What follows belongs to an exercise in optimizing a design on an open flow for small area, a short achievable clock period and few clock cycles; a production flow would make more cautious choices.
Only simulation tests tie the RTL to the original design; equivalence was not proved.

Setup of run C:
==> module sva_stack, before the edit <==
module sva_stack #(
    parameter int N = 253,    
    parameter int W = 38      
) (
    input  wire logic        i_clk,
    input  wire logic        i_rst_n,
    input  wire logic        i_go,       
    input  wire logic        i_push,     
    input  wire logic        i_clear,    
    input  wire logic [10:0] i_key,
    output logic             o_done,     
    output logic             o_empty,    
    output logic      [10:0] o_top,      
    input  wire logic [10:0] i_nkey,     
    output logic             o_top_eq,   
    output logic             o_push_wait,  
    output logic             o_rm_wait     
);
    localparam logic [1:0] S_IDLE = 2'd0;
    localparam logic [1:0] S_WAIT = 2'd1;
    localparam logic [1:0] S_PASS = 2'd2;
    localparam logic [1:0] S_DONE = 2'd3;
    logic [10:0]  r_c [0:3];
    logic [2:0]   r_cc;
    logic [10:0]  r_q [0:N-1];
    logic [7:0]   r_ph;
    logic [7:0]   r_d;
    logic [W-1:0] r_fr;
    logic [5:0]   r_k;
    logic         r_cap;
    logic         r_end;
    logic [8:0]   r_rn;
    logic         r_more;
    logic         r_primed;
    logic         r_spill;
    logic [1:0]   r_st;
    logic [3:0]  surv;
    logic [10:0] cp [0:3];
    logic [2:0]  ccp;
    logic [3:0]  first_s, ceq_n;
    logic [1:0]  pos [0:3];
    always_comb begin
        for (int i = 0; i < 4; i++) begin
            surv[i]  = (3'(i) < r_cc) && (r_c[i] != i_key);
            ceq_n[i] = (r_c[i] == i_nkey);
        end
        first_s[0] = surv[0];
        first_s[1] = surv[1] && !surv[0];
        first_s[2] = surv[2] && !surv[1] && !surv[0];
        first_s[3] = surv[3] && !surv[2] && !surv[1] && !surv[0];
        pos[0] = 2'd0;
        pos[1] = {1'b0, surv[0]};
        pos[2] = surv[0] && surv[1] ? 2'd2 : {1'b0, surv[0] || surv[1]};
        pos[3] = 2'(surv[0]) + 2'(surv[1]) + 2'(surv[2]);
        for (int j = 0; j < 4; j++) begin
            cp[j] = r_c[j];
            for (int i = j; i < 4; i++) begin
                if (surv[i] && pos[i] == 2'(j)) cp[j] = r_c[i];
            end
        end
        ccp = 3'(surv[0]) + 3'(surv[1]) + 3'(surv[2]) + 3'(surv[3]);
    end
    logic [W-2:0] sel, lt;
    logic         pass_on;
    logic [5:0]   kb, kn;
    logic [8:0]   remn;
    logic         capn, endn;
    logic [10:0]  tap;
    always_comb begin
        pass_on = (r_st == S_PASS);
        kb      = pass_on ? r_k : 6'd0;
        remn    = pass_on ? r_rn : {1'b0, r_d};
        for (int j = 0; j < W - 1; j++) begin
            sel[j] = !r_fr[j+1] && (6'(j) >= kb);
            lt[j]  = (9'(j) < remn);
        end
        capn = !(|sel);
        endn = !(|(sel & lt)) && (remn <= 9'(W - 2));
        kn = 6'(W - 2);
        for (int j = W - 2; j >= 0; j--) begin
            if (sel[j]) kn = 6'(j);
        end
        tap = r_q[N-1-int'(r_k)];
    end
    logic        full, at_d, push_now;
    logic [10:0] port;
    assign full  = (r_cc == 3'd4) && (r_d == 8'(N - 1));
    assign at_d  = (r_ph == r_d);
    always_comb begin
        o_done  = 1'b0;
        o_empty = (r_cc == 3'd0) && (r_d == 8'd0);
        o_top   = (r_cc != 3'd0) ? r_c[0] : r_c[3];
        o_top_eq = (o_top == i_nkey);
        push_now = 1'b0;
        port    = r_q[N-1];
        case (r_st)
            S_IDLE: begin
                if (i_push) begin
                    push_now = full || (r_cc != 3'd4) || at_d;
                    o_done   = push_now;
                end else begin
                    o_done  = (r_d == 8'd0);
                    o_empty = !(|surv);
                    o_top   = '0;
                    for (int i = 0; i < 4; i++) o_top = o_top | (first_s[i] ? r_c[i] : 11'd0);
                    o_top_eq = |(first_s & ceq_n);
                end
                if (i_go && i_push && !full && r_cc == 3'd4 && at_d) port = r_c[3];
            end
            S_WAIT: begin
                if (r_spill && at_d) port = r_c[3];
            end
            S_PASS: port = tap;
            S_DONE: o_done = 1'b1;
            default: ;
        endcase
    end
    logic [2:0] cc_n;
    logic [7:0] d_n;
    always_comb begin
        cc_n = r_cc;
        d_n  = r_d;
        case (r_st)
            S_IDLE: begin
                if (i_clear) begin
                    cc_n = '0;
                    d_n  = '0;
                end else if (i_go && i_push) begin
                    if (push_now && !full) begin
                        if (r_cc != 3'd4) cc_n = r_cc + 3'd1;
                        else              d_n  = r_d + 8'd1;
                    end
                end else if (i_go) begin
                    cc_n = ccp;
                end
            end
            S_WAIT: if (r_spill && at_d) d_n = r_d + 8'd1;
            S_PASS: if (r_end) d_n = r_ph;
            default: ;
        endcase
    end
    assign o_push_wait = (cc_n == 3'd4) && (d_n != 8'(N - 1));
    assign o_rm_wait   = (d_n != 8'd0);
    always_ff @(posedge i_clk) begin
        r_q[0] <= port;
        for (int i = 1; i < N; i++) r_q[i] <= r_q[i-1];
        r_fr <= {(r_q[N-1-W] == i_key), r_fr[W-1:1]};
        if (!i_rst_n) begin
            r_ph <= '0;
            r_cc <= '0;
            r_d  <= '0;
            r_st <= S_IDLE;
        end else begin
            r_ph <= (r_ph == 8'(N - 1)) ? 8'd0 : r_ph + 8'd1;
            r_cc <= cc_n;
            r_d  <= d_n;
            case (r_st)
                S_IDLE: begin
                    if (i_clear) begin
                    end else if (i_go && i_push) begin
                        if (push_now) begin
                            if (!full) begin
                                r_c[0] <= i_key;
                                for (int i = 1; i < 4; i++) r_c[i] <= r_c[i-1];
                            end
                        end else begin
                            r_spill <= 1'b1;
                            r_st    <= S_WAIT;
                        end
                    end else if (i_go) begin
                        for (int i = 0; i < 4; i++) r_c[i] <= cp[i];
                        if (r_d != 8'd0) begin
                            r_spill  <= 1'b0;
                            r_primed <= 1'b0;
                            r_st     <= S_WAIT;
                        end
                    end
                end
                S_WAIT: begin
                    if (r_spill) begin
                        if (at_d) begin
                            r_c[0] <= i_key;
                            for (int i = 1; i < 4; i++) r_c[i] <= r_c[i-1];
                            r_st <= S_DONE;
                        end
                    end else begin
                        if (r_ph == 8'(N - W - 1)) r_primed <= 1'b1;
                        if (r_primed && r_ph == 8'(N - 1)) begin
                            r_k    <= kn;
                            r_cap  <= capn;
                            r_end  <= endn;
                            r_rn   <= {1'b0, r_d} - 9'd1;
                            r_more <= 1'b0;
                            r_st   <= S_PASS;
                        end
                    end
                end
                S_PASS: begin
                    if (!r_end) begin
                        if (r_cc != 3'd4) r_c[3] <= tap;
                        if (r_cap) r_more <= 1'b1;
                        r_k    <= kn;
                        r_cap  <= capn;
                        r_end  <= endn;
                        r_rn   <= r_rn - 9'd1;
                    end else begin
                        if (r_more) begin
                            r_st <= S_WAIT;
                        end else begin
                            r_st <= S_DONE;
                        end
                    end
                end
                S_DONE: begin
                    if (i_go) r_st <= S_IDLE;
                end
                default: r_st <= S_IDLE;
            endcase
        end
    end
endmodule
clock: 9.0 ns
lec_check: 0
abc_clock_period_in_ps: 3000
cap_margin: 20
core_margin: 2
core_utilization: 60
cts_cluster_diameter: 100
cts_cluster_size: 26
setup_slack_margin: 5
slew_margin: 20
run.sh (not shown) runs the stock make flow with config.mk's settings and CLKGATE_MAP_FILE= SYNTH_SCRIPT=/design/flow/synth_recipe.tcl, a recipe that flattens the netlist after the stock synthesis.
Run C reached the end of the flow, and the finished layout is clean on the timing, DRC and antenna checks.
Testbench counts of run C, summed over its fixed seeds: cycles 3,128.
The following lists how run E was set up differently from run C:
-- flow/design.v --
<<< run C, line 18
module sva_stack #(
    parameter int N = 253,    
    parameter int W = 38      
) (
    input  wire logic        i_clk,
>>> run E, line 18
module sva_stack #(
    parameter int N = 253,    
    parameter int W = 44      
) (
    input  wire logic        i_clk,
### Flow results
Going from run C to run E, number of filler cells placed in the layout grew by a few percent.
Clock-pin slew reported for the worst setup and hold paths after clock tree synthesis across run C and run E: no real change.
Run E: growth of design area from synthesis to finish 0.48 points below run C
Compared with run C, in run E final clock period utilization by the worst path picked up an extra 0.40 points, final instance area saw little to no change, number of non-clock buffers now sits lower.
Against run C, run E reports a placement-stage worst setup slack that is higher.
Compared with run C, run E shows total via count after detailed routing that has gone up slightly.
met1 layer usage reported by global route for run E: 0.78 points up relative to run C
Cmp run E vs run C: routed wire length higher in run E
The final reports for run E and run C show global-route wire length before repair higher in the former.
In run E, the worst stage delay on the critical path came out 0.40 ns below the value in run C.
Testbench counts of run E, summed over its fixed seeds: cycles 3,128.

[port drivers added, routing unchanged]
Ports are ideal in the flow. The routed layouts listed here were re-timed in OpenROAD. Step 1 (the two cells are an assumption about what drives the block):
set clk [get_ports {i_clk}]
set_driving_cell -lib_cell sky130_fd_sc_hd__clkbuf_16 $clk
set_driving_cell -lib_cell sky130_fd_sc_hd__buf_2 [delete_from_list [all_inputs] $clk]
Step 2 also shifts input and output timing later by t, the mid clock arrival at the registers, as if the neighbouring blocks saw the same clock. a / b / c = ideal / step 1 / step 2; a / b = the first two.
run	t (ns)	slack for setup (ns)	slew at the worst register clock pin (ns)	worst data-port slew with drivers (ns)	pins driven straight from the clock port
run C	0.900	5.019 / 5.019 / 4.565	0.12 / 0.12	0.15	1
run E	0.895	4.983 / 4.983 / 4.467	0.11 / 0.11	0.19	1
After both steps setup and hold are still met in every run listed. For run E, which loses most, drivers alone change the setup slack by 0.000 ns; drivers and shift together by -0.516 ns.
